Background: an optimization exercise with open tools, aiming at small area. Do not read the settings as production practice.
At most, simulation tests tie the RTL to the original design; equivalence was not proved.
Power is estimated from default activity; no workload was simulated.

## delta
==> flow/design.v <==
`default_nettype none
package wvf_pkg;
  localparam int ADC_W = 12;
  localparam int LTC_W = 24;
  localparam int PRE_LEN = 4;
  localparam int POST_LEN_W = 5;
  localparam int LEN_W = 6;
  localparam int WORD_W = 32;
  localparam int BUF_DEPTH = 64;
  localparam int HDR_DEPTH = 12;
endpackage
`default_nettype wire
`default_nettype none
import wvf_pkg::*;
module wvf_acq_top
(
  input  logic                  lclk,
  input  logic                  lclk_rst,
  input  logic [ADC_W-1:0]      i_adc_sample,
  input  logic [ADC_W-1:0]      i_thresh,
  input  logic                  i_trig_en,
  input  logic                  i_sw_trig,
  input  logic [POST_LEN_W-1:0] i_post_len,
  input  logic                  i_rdout_ready,
  output logic                  o_rdout_valid,
  output logic [WORD_W-1:0]     o_rdout_word,
  output logic                  o_rdout_last
);
  localparam int HX_W = 1 + POST_LEN_W + (LTC_W - ADC_W);
  logic [LTC_W-1:0] ltc;
  logic [ADC_W-1:0] dly [PRE_LEN+1];
  logic             thresh_hit, trig_fire, trig_accept;
  logic             capt_busy, wr_en;
  logic [LEN_W-1:0] words_left;
  logic             store_en;
  logic [ADC_W-1:0] store_lo;
  always_ff @(posedge lclk) begin
    if (lclk_rst) ltc <= '0;
    else          ltc <= ltc + 1'b1;
  end
  logic hist_v1, hist_v5;    
  always_ff @(posedge lclk) begin
    dly[0] <= i_adc_sample;
    for (int i = 1; i <= PRE_LEN; i++) dly[i] <= dly[i-1];
  end
  always_ff @(posedge lclk) begin
    if (lclk_rst) begin
      hist_v1 <= 1'b0;
      hist_v5 <= 1'b0;
    end else begin
      hist_v1 <= 1'b1;
      if (ltc[2]) hist_v5 <= 1'b1;
    end
  end
  logic [6:0] pcnt;     
  logic       ret;      
  logic       pop;
  assign thresh_hit = i_trig_en && (i_adc_sample >= i_thresh) && (hist_v1 ? (dly[0] < i_thresh) : (i_thresh != 0));
  assign trig_fire  = thresh_hit || i_sw_trig;
  assign trig_accept = trig_fire && !capt_busy && !wr_en &&
                       ({1'b0, pcnt} + 8'(ret) + 8'(i_post_len) <= 8'(BUF_DEPTH - PRE_LEN - 1));
  always_ff @(posedge lclk) begin
    if (lclk_rst) begin
      capt_busy  <= 1'b0;
      words_left <= '0;
      wr_en      <= 1'b0;
    end else begin
      wr_en <= 1'b0;
      if (capt_busy) begin
        wr_en <= 1'b1;
        words_left <= words_left - 1'b1;
        if (words_left == LEN_W'(1)) capt_busy <= 1'b0;
      end else if (trig_accept) begin
        wr_en <= 1'b1;
        capt_busy <= 1'b1;
        words_left <= LEN_W'(PRE_LEN) + LEN_W'(i_post_len);
      end
    end
  end
  assign store_en = capt_busy || trig_accept;
  assign store_lo = capt_busy ? (hist_v5 ? dly[PRE_LEN] : '0) : ltc[ADC_W-1:0];
  logic [ADC_W-1:0] mem [BUF_DEPTH];
  logic [HX_W-1:0]  hmem [HDR_DEPTH];
  logic [3:0]       hcnt;
  always_ff @(posedge lclk) begin
    if (store_en) begin
      mem[0] <= store_lo;
      for (int i = 1; i < BUF_DEPTH; i++) mem[i] <= mem[i-1];
    end
  end
  always_ff @(posedge lclk) begin
    if (trig_accept) begin
      hmem[0] <= {i_sw_trig, i_post_len, ltc[LTC_W-1:ADC_W]};
      for (int i = 1; i < HDR_DEPTH; i++) hmem[i] <= hmem[i-1];
    end
  end
  logic [ADC_W-1:0] head_lo;
  logic [HX_W-1:0]  head_hx;
  always_comb begin
    head_lo = '0;
    for (int i = 0; i < BUF_DEPTH; i++)
      if (pcnt == 7'(i + 1)) head_lo = head_lo | mem[i];
    head_hx = '0;
    for (int i = 0; i < HDR_DEPTH; i++)
      if (hcnt == 4'(i + 1)) head_hx = head_hx | hmem[i];
  end
  logic             out_valid, out_last, out_kind;
  logic [ADC_W-1:0] out_lo;
  logic [HX_W:0]    out_hx;      
  logic [LEN_W-1:0] samp_left;
  logic             is_hdr, hdr_pop;
  logic [LEN_W-1:0] head_n;
  assign is_hdr  = (samp_left == '0);
  assign pop     = (pcnt > 7'(wr_en)) && (!out_valid || i_rdout_ready);
  assign hdr_pop = pop && is_hdr;
  assign head_n  = LEN_W'(PRE_LEN) + LEN_W'(head_hx[HX_W-2 -: POST_LEN_W]);
  always_ff @(posedge lclk) begin
    if (lclk_rst) begin
      pcnt <= '0;
      hcnt <= '0;
      ret  <= 1'b0;
    end else begin
      pcnt <= pcnt + 7'(store_en) - 7'(pop);
      hcnt <= hcnt + 4'(trig_accept) - 4'(hdr_pop);
      ret  <= pop;
    end
  end
  always_ff @(posedge lclk) begin
    if (lclk_rst) begin
      out_valid <= 1'b0;
      out_last  <= 1'b0;
      samp_left <= '0;
    end else if (pop) begin
      out_valid <= 1'b1;
      if (is_hdr) begin
        samp_left <= head_n;
        out_last  <= 1'b0;
      end else begin
        samp_left <= samp_left - 1'b1;
        out_last  <= (samp_left == LEN_W'(1));
      end
    end else if (out_valid && i_rdout_ready) begin
      out_valid <= 1'b0;
      out_last  <= 1'b0;
    end
  end
  always_ff @(posedge lclk) begin
    if (pop) begin
      out_lo   <= head_lo;
      out_kind <= is_hdr;
      out_hx   <= is_hdr ? {head_hx[HX_W-1], head_n, head_hx[LTC_W-ADC_W-1:0]} : '0;
    end
  end
  assign o_rdout_valid = out_valid;
  assign o_rdout_word  = {out_kind, out_hx, out_lo};
  assign o_rdout_last  = out_last;
endmodule
`default_nettype wire
export LEC_CHECK = 0
export CAP_MARGIN = 20
export CORE_MARGIN = 2
export CORE_UTILIZATION = 40
export CTS_BUF_LIST = sky130_fd_sc_hd__clkbuf_16
export CTS_CLUSTER_DIAMETER = 60
export CTS_CLUSTER_SIZE = 30
export SLEW_MARGIN = 20
create_clock -name core_clock -period 8.0 [get_ports {lclk}]
run.sh (not shown) runs the stock make flow with config.mk's settings and CLKGATE_MAP_FILE= SYNTH_SCRIPT=/design/flow/synth_recipe.tcl, a recipe that flattens the netlist after the stock synthesis.
> inputs changed (delta -> onyx)
- CTS_CLUSTER_SIZE no longer set, was 30
- CTS_CLUSTER_DIAMETER no longer set, was 60
- CTS_BUF_LIST now sky130_fd_sc_hd__clkbuf_4, was sky130_fd_sc_hd__clkbuf_16
[summary]
Compared onyx vs delta, and first-pass GRT wire length is up in onyx. In the metrics for delta and onyx, the one carrying the lower portion of the layout cell area used by clock cells is delta. Relative to delta, onyx degrades wire length. Diff onyx..delta | initial core utilization | unchanged. When onyx is set beside delta, its final area turns out to be about 0.7% larger. Changes observed in onyx relative to delta: period utilization went down by 5.3 points; total internal power went up by 0.32 mW. Timing, DRC, antenna: 0 failures across delta and onyx.
No functional check of the RTL was part of any run of this note.

* * *

wvf_acq_top, a different RTL version from the one above (not shown whole).
Size: ~40000 um2 of cells after synthesis.
export LEC_CHECK = 0
export CAP_MARGIN = 20
export CORE_MARGIN = 2
export CORE_UTILIZATION = 65
export PLACE_DENSITY = 0.75
export SLEW_MARGIN = 20
create_clock -name core_clock -period 8.0 [get_ports {lclk}]
standard.sh (not shown) runs the stock make flow with config.mk's settings and CLKGATE_MAP_FILE= SYNTH_SCRIPT=/design/flow/synth_recipe.tcl, a recipe that flattens the netlist after the stock synthesis.
==> flow/flow/run.sh <==
#!/bin/bash
# Own layout flow: the standard flow, with these changes.
#  1. After the standard synthesis, the combinational logic (every cell but
#     the flip-flops and tie cells) is mapped again by ABC with an area-
#     oriented script (flow/remap.abc). Registers keep their instances,
#     names and cell types; only the logic between them is rebuilt.
#     Combinational cells driving 10 or more loads then get drive
#     strength 2 (flow/upsize.py), so fewer long nets need buffers.
#  2. The clock tree uses clkbuf_8 buffers in clusters of up to 18 sinks,
#     without CTS's dummy balancing loads.
#  3. Ports are buffered with buf_1 instead of the default buffer cell.
# Each tool's full output goes to a log file of its own in this folder.
set -euo pipefail
W=$PWD
F=$W/flow
R=$W/orfs/results/$FLOW_PLATFORM/wvf_acq_top/base
LIB=$FLOW_HOME/platforms/$FLOW_PLATFORM/lib/sky130_fd_sc_hd__tt_025C_1v80.lib
YOSYS=$FLOW_HOME/../tools/install/yosys/bin/yosys
command -v yosys >/dev/null 2>&1 && YOSYS=$(command -v yosys)

# 1. standard synthesis, unchanged
bash standard.sh synth > $W/flow_1_synth.log 2>&1
cp $R/1_2_yosys.v $W/synth_standard.v

# re-map the combinational logic
$YOSYS -p "
read_liberty -ignore_miss_func $LIB
blackbox sky130_fd_sc_hd__*df* sky130_fd_sc_hd__conb_1
read_verilog $W/synth_standard.v
hierarchy -top $FLOW_TOP
tee -q -o $W/remap_stat_before.txt stat -liberty $LIB
flatten
rename -hide w:*.*
opt_clean -purge
abc -script $F/remap.abc -liberty $LIB -dont_use *probe* -dont_use *lpflow* -D $(awk "BEGIN{print $FLOW_PERIOD_NS*1000}")
opt_clean -purge
hilomap -singleton -hicell sky130_fd_sc_hd__conb_1 HI -locell sky130_fd_sc_hd__conb_1 LO
tee -q -o $W/remap_stat_after.txt stat -liberty $LIB
write_verilog -noattr -nohex -nodec $W/synth_remap.v
" > $W/flow_1_remap_yosys.log 2>&1

# combinational cells that drive 10 or more loads get drive strength 2
python3 $F/upsize.py $W/synth_remap.v $W/synth_remap_up.v $LIB 10 > $W/flow_1_upsize.log 2>&1
mv $W/synth_remap_up.v $W/synth_remap.v

# the re-mapped netlist, read against the library's cells, must be fully mapped
$YOSYS -p "
read_liberty -lib $LIB
read_verilog $W/synth_remap.v
hierarchy -check -top $FLOW_TOP
check -assert -mapped
tee -q -o $W/remap_stat_check.txt stat -liberty $LIB
" > $W/flow_1_remap_check.log 2>&1

# the flip-flops must be the same instances in the same cells
grep -E '^\s*sky130_fd_sc_hd__\S*df\S* ' $W/synth_standard.v | sort > $W/ff_before.txt
grep -E '^\s*sky130_fd_sc_hd__\S*df\S* ' $W/synth_remap.v | sort > $W/ff_after.txt
cmp $W/ff_before.txt $W/ff_after.txt

cp $W/synth_remap.v $R/1_2_yosys.v
touch $R/1_2_yosys.v
rm -f $R/1_synth.odb

# 2, 3: the rest of the standard flow
export CTS_ARGS="-sink_clustering_enable -repair_clock_nets -dont_use_dummy_load -buf_list sky130_fd_sc_hd__clkbuf_8 -sink_clustering_size 18 -sink_clustering_max_diameter 60"
export BUFFER_PORTS_ARGS="-buffer_cell sky130_fd_sc_hd__buf_1"
bash standard.sh finish > $W/flow_2_layout.log 2>&1
Other scripts of this flow, unchanged in this note and not shown: flow/flow/remap.abc, flow/flow/upsize.py
Change:
--- a/flow/flow/run.sh
+++ b/flow/flow/run.sh
@@ -7,5 +7,5 @@
 #     Combinational cells driving 10 or more loads then get drive
 #     strength 2 (flow/upsize.py), so fewer long nets need buffers.
-#  2. The clock tree uses clkbuf_8 buffers in clusters of up to 18 sinks,
+#  2. The clock tree uses clkbuf_8 buffers in clusters of up to 16 sinks,
 #     without CTS's dummy balancing loads.
 #  3. Ports are buffered with buf_1 instead of the default buffer cell.
@@ -63,5 +63,5 @@
 
 # 2, 3: the rest of the standard flow
-export CTS_ARGS="-sink_clustering_enable -repair_clock_nets -dont_use_dummy_load -buf_list sky130_fd_sc_hd__clkbuf_8 -sink_clustering_size 18 -sink_clustering_max_diameter 60"
+export CTS_ARGS="-sink_clustering_enable -repair_clock_nets -dont_use_dummy_load -buf_list sky130_fd_sc_hd__clkbuf_8 -sink_clustering_size 16 -sink_clustering_max_diameter 60"
 export BUFFER_PORTS_ARGS="-buffer_cell sky130_fd_sc_hd__buf_1"
 bash standard.sh finish > $W/flow_2_layout.log 2>&1
- final area hardly moves
- final cell count rises by 0.38%
- total power rises by 0.67%
- utilization rises by 0.19 points
- register-to-register slack degrades by 0.04 ns
Change:
--- a/flow/flow/run.sh
+++ b/flow/flow/run.sh
@@ -1,4 +1,4 @@
 #!/bin/bash
-# Own layout flow: the standard flow, with these changes.
+# Own layout flow: the standard flow, with three changes.
 #  1. After the standard synthesis, the combinational logic (every cell but
 #     the flip-flops and tie cells) is mapped again by ABC with an area-
@@ -7,5 +7,5 @@
 #     Combinational cells driving 10 or more loads then get drive
 #     strength 2 (flow/upsize.py), so fewer long nets need buffers.
-#  2. The clock tree uses clkbuf_8 buffers in clusters of up to 16 sinks,
+#  2. The clock tree uses clkbuf_8 buffers in clusters of up to 18 sinks,
 #     without CTS's dummy balancing loads.
 #  3. Ports are buffered with buf_1 instead of the default buffer cell.
@@ -63,5 +63,5 @@
 
 # 2, 3: the rest of the standard flow
-export CTS_ARGS="-sink_clustering_enable -repair_clock_nets -dont_use_dummy_load -buf_list sky130_fd_sc_hd__clkbuf_8 -sink_clustering_size 16 -sink_clustering_max_diameter 60"
+export CTS_ARGS="-sink_clustering_enable -repair_clock_nets -dont_use_dummy_load -buf_list sky130_fd_sc_hd__clkbuf_8 -sink_clustering_size 18 -sink_clustering_max_diameter 60"
 export BUFFER_PORTS_ARGS="-buffer_cell sky130_fd_sc_hd__buf_1"
 bash standard.sh finish > $W/flow_2_layout.log 2>&1
=> The new run ran to the end with no violations. Total power falls by 0.66%. Setup slack gets better by 0.0045 ns. Sequential power stays flat. Non-clock buffer count stays the same. Critical path depth does not change. Wire length stays flat. First-iteration DRC count rises by 3.2%.

afterwards: timing with drivers on the ports:
No port has a modelled driver above. Below, the same layouts with a new extraction and two added sets of constraints. Step 1 assumes that a clkbuf_16 drives the clock port and a buf_2 every other input. Step 2 moves the port delays by t, midway between the first and last clock arrival at a register: inputs arrive t later, outputs are due t later. That takes back most of the time a late clock gives input paths. Slacks: ideal / step 1 / step 2; pairs: ideal / step 1.
| run | t, ns | slack for setup (ns) | worst slew at a driven data input, ns | cell pins on the clock port's net |
|---|---|---|---|---|
| delta | 0.735 | 2.635 / 2.676 / 1.941 | 0.04 | 1 |
| onyx | 1.180 | 3.061 / 3.098 / 1.918 | 0.04 | 1 |
| the first run of note 2 | 0.738 | 3.382 / 3.422 / 2.684 | 0.03 | 1 |
| the second run of note 2 | 0.750 | 3.378 / 3.419 / 2.669 | 0.03 | 1 |
| the third run of note 2 | 0.738 | 3.382 / 3.422 / 2.684 | 0.03 | 1 |
After both steps setup and hold are still met in every run listed. For onyx, which loses most, drivers alone change the setup slack by +0.037 ns; drivers and shift together by -1.143 ns.
